What follows belongs to an exercise in optimizing a design on an open flow for small area and a short achievable clock period; a production flow would make more cautious choices.
Function was checked by simulation only, so behaviour that the tests miss may differ from the original.
Power is estimated from default activity; no workload was simulated.

==> flow/design.v <==
package pkt_ingress_buf_pkg;
  localparam int PKT_DATA_W  = 64;
  localparam int PKT_EMPTY_W = 6;
  localparam int PKT_WORD_W = 1 + PKT_EMPTY_W + PKT_DATA_W;
endpackage
module pkt_buf_ram #(
  parameter int WIDTH = 71,
  parameter int DEPTH = 64,
  parameter int AW    = $clog2(DEPTH)
) (
  input  logic             clk,
  input  logic             wr_en_a,
  input  logic [AW-1:0]    wr_addr_a,
  input  logic             wr_en_b,
  input  logic [AW-1:0]    wr_addr_b,
  input  logic [WIDTH-1:0] wr_data,
  input  logic [AW-1:0]    rd_addr,
  input  logic [1:0]       rd_addr_lo_n,    
  input  logic [1:0]       rd_addr_lo_b,    
  input  logic [1:0]       rd_addr_lo_bn,   
  output logic [WIDTH-1:0] rd_data
);
  logic [WIDTH-1:0] rows [DEPTH];
  logic [DEPTH-1:0] wr_sel;
  for (genvar i = 0; i < DEPTH; i++) begin : g_row
    logic [WIDTH-1:0] q;
    assign wr_sel[i] = (wr_en_a && (wr_addr_a == AW'(i))) ||
                       (wr_en_b && (wr_addr_b == AW'(i)));
    assign rows[i]   = q;
    always_ff @(posedge clk)
      q <= (wr_data & {WIDTH{wr_sel[i]}}) | (q & {WIDTH{!wr_sel[i]}});
  end
  localparam int Q1 = WIDTH / 4;
  localparam int Q2 = WIDTH / 2;
  localparam int Q3 = (3 * WIDTH) / 4;
  logic [WIDTH-1:0] lvl [AW+1][DEPTH];
  logic [WIDTH-1:0] sel_lo [2];
  always_comb begin
    for (int b = 0; b < 2; b++)
      sel_lo[b] = {{(WIDTH - Q3){!rd_addr_lo_bn[b]}}, {(Q3 - Q2){rd_addr_lo_b[b]}},
                   {(Q2 - Q1){!rd_addr_lo_n[b]}}, {Q1{rd_addr[b]}}};
    for (int i = 0; i < DEPTH; i++) lvl[0][i] = rows[i];
    for (int b = 0; b < AW; b++)
      for (int i = 0; i < (DEPTH >> (b + 1)); i++)
        if (b < 2)
          lvl[b+1][i] = (sel_lo[b] & lvl[b][2*i+1]) | (~sel_lo[b] & lvl[b][2*i]);
        else
          lvl[b+1][i] = rd_addr[b] ? lvl[b][2*i+1] : lvl[b][2*i];
    rd_data = lvl[AW][0];
  end
endmodule
module pkt_ingress_buf #(
  parameter int DATA_WIDTH  = 64,
  parameter int EMPTY_WIDTH = 6,
  parameter int DEPTH       = 64
) (
  input  logic                   clk,
  input  logic                   reset_n,
  output logic                   in_ready,
  input  logic                   in_valid,
  input  logic                   in_startofpacket,
  input  logic                   in_endofpacket,
  input  logic [DATA_WIDTH-1:0]  in_data,
  input  logic [EMPTY_WIDTH-1:0] in_empty,
  input  logic                   in_error,
  input  logic                   out_ready,
  output logic                   out_valid,
  output logic                   out_startofpacket,
  output logic                   out_endofpacket,
  output logic [DATA_WIDTH-1:0]  out_data,
  output logic [EMPTY_WIDTH-1:0] out_empty,
  output logic                   out_error,
  output logic [15:0]            pkt_count,
  output logic [15:0]            drop_count
);
  localparam int AW = $clog2(DEPTH);
  localparam int PW = AW + 1;
  localparam int WW = 1 + EMPTY_WIDTH + DATA_WIDTH;    
  localparam logic [PW-1:0] ONE_P = PW'(1);
  logic              in_pkt;
  logic [PW-1:0]     wr_spec;
  logic [PW-1:0]     wr_commit;
  logic [PW-1:0]     rd_ptr;
  logic [1:0]        rd_ptr_lo_n;    
  logic [1:0]        rd_ptr_lo_b;    
  logic [1:0]        rd_ptr_lo_bn;   
  logic [PW-1:0]     occ_s;
  logic [PW-1:0]     occ_c;
  logic [PW-1:0]     wr_spec_nx;
  logic [PW-1:0]     wr_commit_nx;
  logic [PW-1:0]     rd_ptr_nx;
  logic [PW-1:0]     occ_s_nx;
  logic [PW-1:0]     occ_c_nx;
  logic              beat;
  logic              try_s;       
  logic              try_c;       
  logic              full_s;
  logic              full_c;
  logic              wr_s;
  logic              wr_c;
  logic              wr_en;
  logic              overflow;
  logic              eop_ok;
  logic              eop_bad;
  logic              rewind;
  logic              drop_one;
  logic              drop_two;
  logic [15:0]       drop_p1;
  logic [15:0]       drop_p2;
  logic              not_empty;
  logic              out_load;
  logic              q_load;
  logic              rd_en;
  logic              q_valid;
  logic              q_sop;
  logic [WW-1:0]     q_word;
  logic              next_sop;
  logic [WW-1:0]     rd_word;
  assign full_s    = occ_s[AW];     
  assign full_c    = occ_c[AW];
  assign not_empty = |occ_c;
  always_comb begin
    beat     = in_valid && in_ready;
    try_s    = beat && (in_startofpacket != in_pkt);
    try_c    = beat && in_startofpacket && in_pkt;
    wr_s     = try_s && !full_s;
    wr_c     = try_c && !full_c;
    wr_en    = wr_s || wr_c;
    overflow = (try_s && full_s) || (try_c && full_c);
    eop_ok   = wr_en && in_endofpacket && !in_error;
    eop_bad  = wr_en && in_endofpacket && in_error;
    rewind   = overflow || eop_bad;
    drop_one = try_c ^ rewind;
    drop_two = try_c && rewind;
    drop_p1  = (drop_count == 16'hFFFF) ? 16'hFFFF : drop_count + 16'd1;
    drop_p2  = (drop_count[15:1] == 15'h7FFF) ? 16'hFFFF : drop_count + 16'd2;
    rd_ptr_nx    = rd_en ? rd_ptr + ONE_P : rd_ptr;
    wr_spec_nx   = wr_spec;
    wr_commit_nx = wr_commit;
    occ_s_nx     = rd_en ? occ_s - ONE_P : occ_s;
    occ_c_nx     = rd_en ? occ_c - ONE_P : occ_c;
    if (rewind) begin
      wr_spec_nx = wr_commit;
      occ_s_nx   = rd_en ? occ_c - ONE_P : occ_c;
    end else if (wr_s) begin
      wr_spec_nx = wr_spec + ONE_P;
      occ_s_nx   = rd_en ? occ_s : occ_s + ONE_P;
      if (in_endofpacket) begin
        wr_commit_nx = wr_spec + ONE_P;
        occ_c_nx     = rd_en ? occ_s : occ_s + ONE_P;
      end
    end else if (wr_c) begin
      wr_spec_nx = wr_commit + ONE_P;
      occ_s_nx   = rd_en ? occ_c : occ_c + ONE_P;
      if (in_endofpacket) begin
        wr_commit_nx = wr_commit + ONE_P;
        occ_c_nx     = rd_en ? occ_c : occ_c + ONE_P;
      end
    end
  end
  always_ff @(posedge clk or negedge reset_n) begin
    if (!reset_n) begin
      in_pkt     <= 1'b0;
      wr_spec    <= '0;
      wr_commit  <= '0;
      rd_ptr     <= '0;
      rd_ptr_lo_n <= '1;
      occ_s      <= '0;
      occ_c      <= '0;
      in_ready   <= 1'b0;
      pkt_count  <= '0;
      drop_count <= '0;
    end else begin
      in_ready  <= 1'b1;
      wr_spec   <= wr_spec_nx;
      wr_commit <= wr_commit_nx;
      rd_ptr    <= rd_ptr_nx;
      rd_ptr_lo_n <= ~rd_ptr_nx[1:0];
      occ_s     <= occ_s_nx;
      occ_c     <= occ_c_nx;
      if (beat)     in_pkt    <= wr_en && !in_endofpacket;
      if (eop_ok)   pkt_count <= pkt_count + 16'd1;
      if (drop_two)      drop_count <= drop_p2;
      else if (drop_one) drop_count <= drop_p1;
    end
  end
  assign out_load = !out_valid || out_ready;
  assign q_load   = !q_valid || out_load;
  assign rd_en    = not_empty && q_load;
  always_ff @(posedge clk or negedge reset_n) begin
    if (!reset_n) begin
      q_valid   <= 1'b0;
      next_sop  <= 1'b1;
    end else begin
      if (rd_en)  next_sop <= rd_word[WW-1];
      if (q_load) q_valid  <= not_empty;
    end
  end
  always_ff @(posedge clk) begin
    rd_ptr_lo_b  <= rd_ptr_nx[1:0];
    rd_ptr_lo_bn <= ~rd_ptr_nx[1:0];
  end
  always_ff @(posedge clk) begin
    if (q_load) begin
      q_word <= rd_word;
      q_sop  <= next_sop;
    end
  end
  always_ff @(posedge clk or negedge reset_n) begin
    if (!reset_n) begin
      out_valid         <= 1'b0;
      out_startofpacket <= 1'b0;
      out_endofpacket   <= 1'b0;
      out_empty         <= '0;
      out_data          <= '0;
    end else if (out_load) begin
      out_valid         <= q_valid;
      out_startofpacket <= q_sop;
      out_endofpacket   <= q_word[WW-1];
      out_empty         <= q_word[DATA_WIDTH +: EMPTY_WIDTH];
      out_data          <= q_word[DATA_WIDTH-1:0];
    end
  end
  assign out_error = 1'b0;
  pkt_buf_ram #(
    .WIDTH (WW),
    .DEPTH (DEPTH),
    .AW    (AW)
  ) u_ram (
    .clk       (clk),
    .wr_en_a   (wr_s),
    .wr_addr_a (wr_spec[AW-1:0]),
    .wr_en_b   (wr_c),
    .wr_addr_b (wr_commit[AW-1:0]),
    .wr_data   ({in_endofpacket, in_empty, in_data}),
    .rd_addr      (rd_ptr[AW-1:0]),
    .rd_addr_lo_n (rd_ptr_lo_n),
    .rd_addr_lo_b (rd_ptr_lo_b),
    .rd_addr_lo_bn(rd_ptr_lo_bn),
    .rd_data   (rd_word)
  );
endmodule
Settings: LEC_CHECK=0, CAP_MARGIN=20, CORE_MARGIN=2, CORE_UTILIZATION=45, CTS_CLUSTER_DIAMETER=100, CTS_CLUSTER_SIZE=25, PLACE_DENSITY=0.55, SETUP_SLACK_MARGIN=2.9, SLEW_MARGIN=50, SYNTH_MEMORY_MAX_BITS=8192, TNS_END_PERCENT=10; clock period 5.5 ns.
standard.sh (not shown) runs the stock make flow with config.mk's settings and CLKGATE_MAP_FILE= SYNTH_SCRIPT=/design/flow/synth_recipe.tcl, a recipe that flattens the netlist after the stock synthesis.
==> flow/flow/run.sh <==
#!/bin/bash
set -euo pipefail
export BUFFER_PORTS_ARGS="-buffer_cell sky130_fd_sc_hd__buf_4"
bash standard.sh > flow_make.log 2>&1
Next try:
--- a/flow/design.v
+++ b/flow/design.v
@@ -13,35 +13,30 @@
   input  logic [AW-1:0]    wr_addr_a,
   input  logic             wr_en_b,
   input  logic [AW-1:0]    wr_addr_b,
   input  logic [WIDTH-1:0] wr_data,
   input  logic [AW-1:0]    rd_addr,
   input  logic [1:0]       rd_addr_lo_n,    
-  input  logic [1:0]       rd_addr_lo_b,    
-  input  logic [1:0]       rd_addr_lo_bn,   
   output logic [WIDTH-1:0] rd_data
 );
   logic [WIDTH-1:0] rows [DEPTH];
   logic [DEPTH-1:0] wr_sel;
   for (genvar i = 0; i < DEPTH; i++) begin : g_row
     logic [WIDTH-1:0] q;
     assign wr_sel[i] = (wr_en_a && (wr_addr_a == AW'(i))) ||
                        (wr_en_b && (wr_addr_b == AW'(i)));
     assign rows[i]   = q;
     always_ff @(posedge clk)
       q <= (wr_data & {WIDTH{wr_sel[i]}}) | (q & {WIDTH{!wr_sel[i]}});
   end
-  localparam int Q1 = WIDTH / 4;
-  localparam int Q2 = WIDTH / 2;
-  localparam int Q3 = (3 * WIDTH) / 4;
+  localparam int HALF = WIDTH / 2;
   logic [WIDTH-1:0] lvl [AW+1][DEPTH];
   logic [WIDTH-1:0] sel_lo [2];
   always_comb begin
     for (int b = 0; b < 2; b++)
-      sel_lo[b] = {{(WIDTH - Q3){!rd_addr_lo_bn[b]}}, {(Q3 - Q2){rd_addr_lo_b[b]}},
-                   {(Q2 - Q1){!rd_addr_lo_n[b]}}, {Q1{rd_addr[b]}}};
+      sel_lo[b] = {{(WIDTH - HALF){!rd_addr_lo_n[b]}}, {HALF{rd_addr[b]}}};
     for (int i = 0; i < DEPTH; i++) lvl[0][i] = rows[i];
     for (int b = 0; b < AW; b++)
       for (int i = 0; i < (DEPTH >> (b + 1)); i++)
         if (b < 2)
           lvl[b+1][i] = (sel_lo[b] & lvl[b][2*i+1]) | (~sel_lo[b] & lvl[b][2*i]);
         else
@@ -79,14 +74,12 @@
   localparam logic [PW-1:0] ONE_P = PW'(1);
   logic              in_pkt;
   logic [PW-1:0]     wr_spec;
   logic [PW-1:0]     wr_commit;
   logic [PW-1:0]     rd_ptr;
   logic [1:0]        rd_ptr_lo_n;    
-  logic [1:0]        rd_ptr_lo_b;    
-  logic [1:0]        rd_ptr_lo_bn;   
   logic [PW-1:0]     occ_s;
   logic [PW-1:0]     occ_c;
   logic [PW-1:0]     wr_spec_nx;
   logic [PW-1:0]     wr_commit_nx;
   logic [PW-1:0]     rd_ptr_nx;
   logic [PW-1:0]     occ_s_nx;
@@ -194,16 +187,12 @@
     end else begin
       if (rd_en)  next_sop <= rd_word[WW-1];
       if (q_load) q_valid  <= not_empty;
     end
   end
   always_ff @(posedge clk) begin
-    rd_ptr_lo_b  <= rd_ptr_nx[1:0];
-    rd_ptr_lo_bn <= ~rd_ptr_nx[1:0];
-  end
-  always_ff @(posedge clk) begin
     if (q_load) begin
       q_word <= rd_word;
       q_sop  <= next_sop;
     end
   end
   always_ff @(posedge clk or negedge reset_n) begin
@@ -232,11 +221,9 @@
     .wr_addr_a (wr_spec[AW-1:0]),
     .wr_en_b   (wr_c),
     .wr_addr_b (wr_commit[AW-1:0]),
     .wr_data   ({in_endofpacket, in_empty, in_data}),
     .rd_addr      (rd_ptr[AW-1:0]),
     .rd_addr_lo_n (rd_ptr_lo_n),
-    .rd_addr_lo_b (rd_ptr_lo_b),
-    .rd_addr_lo_bn(rd_ptr_lo_bn),
     .rd_data   (rd_word)
   );
 endmodule
Routed wire length falls by 6.4%; cell area falls by 1.1%; clock-buffer cell count falls by 9; clock power is about the same; die area stays flat; setup slack degrades by 200 ps; flip-flop and latch count falls by 4; utilization falls by 0.51 points; worst hold slack improves by 27 ps; power falls by 1.3%; cell count falls by 1.7%; clock skew rises by 13 ps.

-- port drivers added, routing unchanged --
In the flow no input, the clock included, has a driving cell. The finished layouts below were timed again as built, in two steps.
Step 1 (the two cells are an assumption about what drives the block):
set clk [get_ports {clk}]
set_driving_cell -lib_cell sky130_fd_sc_hd__clkbuf_16 $clk
set_driving_cell -lib_cell sky130_fd_sc_hd__buf_2 [delete_from_list [all_inputs] $clk]
Step 2 times the ports against the registers' clock, not the clock port: input delays grow and output delays shrink by t, the midpoint of the rising clock arrivals with the driver on.
a / b / c = ideal ports / drivers / drivers and shift; a / b = the first two.
| run | shift t [ns] | setup slack, ns | worst setup path at the end | worst slew at a driven data input, ns | cell pins on the clock port's net |
|---|---|---|---|---|---|
| the first run | 1.083 | 2.510 / 2.510 / 1.702 | input to register | 0.19 | 1 |
| the second run | 1.071 | 2.313 / 2.313 / 1.681 | input to register | 0.15 | 1 |
After both steps setup and hold are still met in every run listed. For the first run, which loses most, drivers alone change the setup slack by 0.000 ns; drivers and shift together by -0.808 ns.
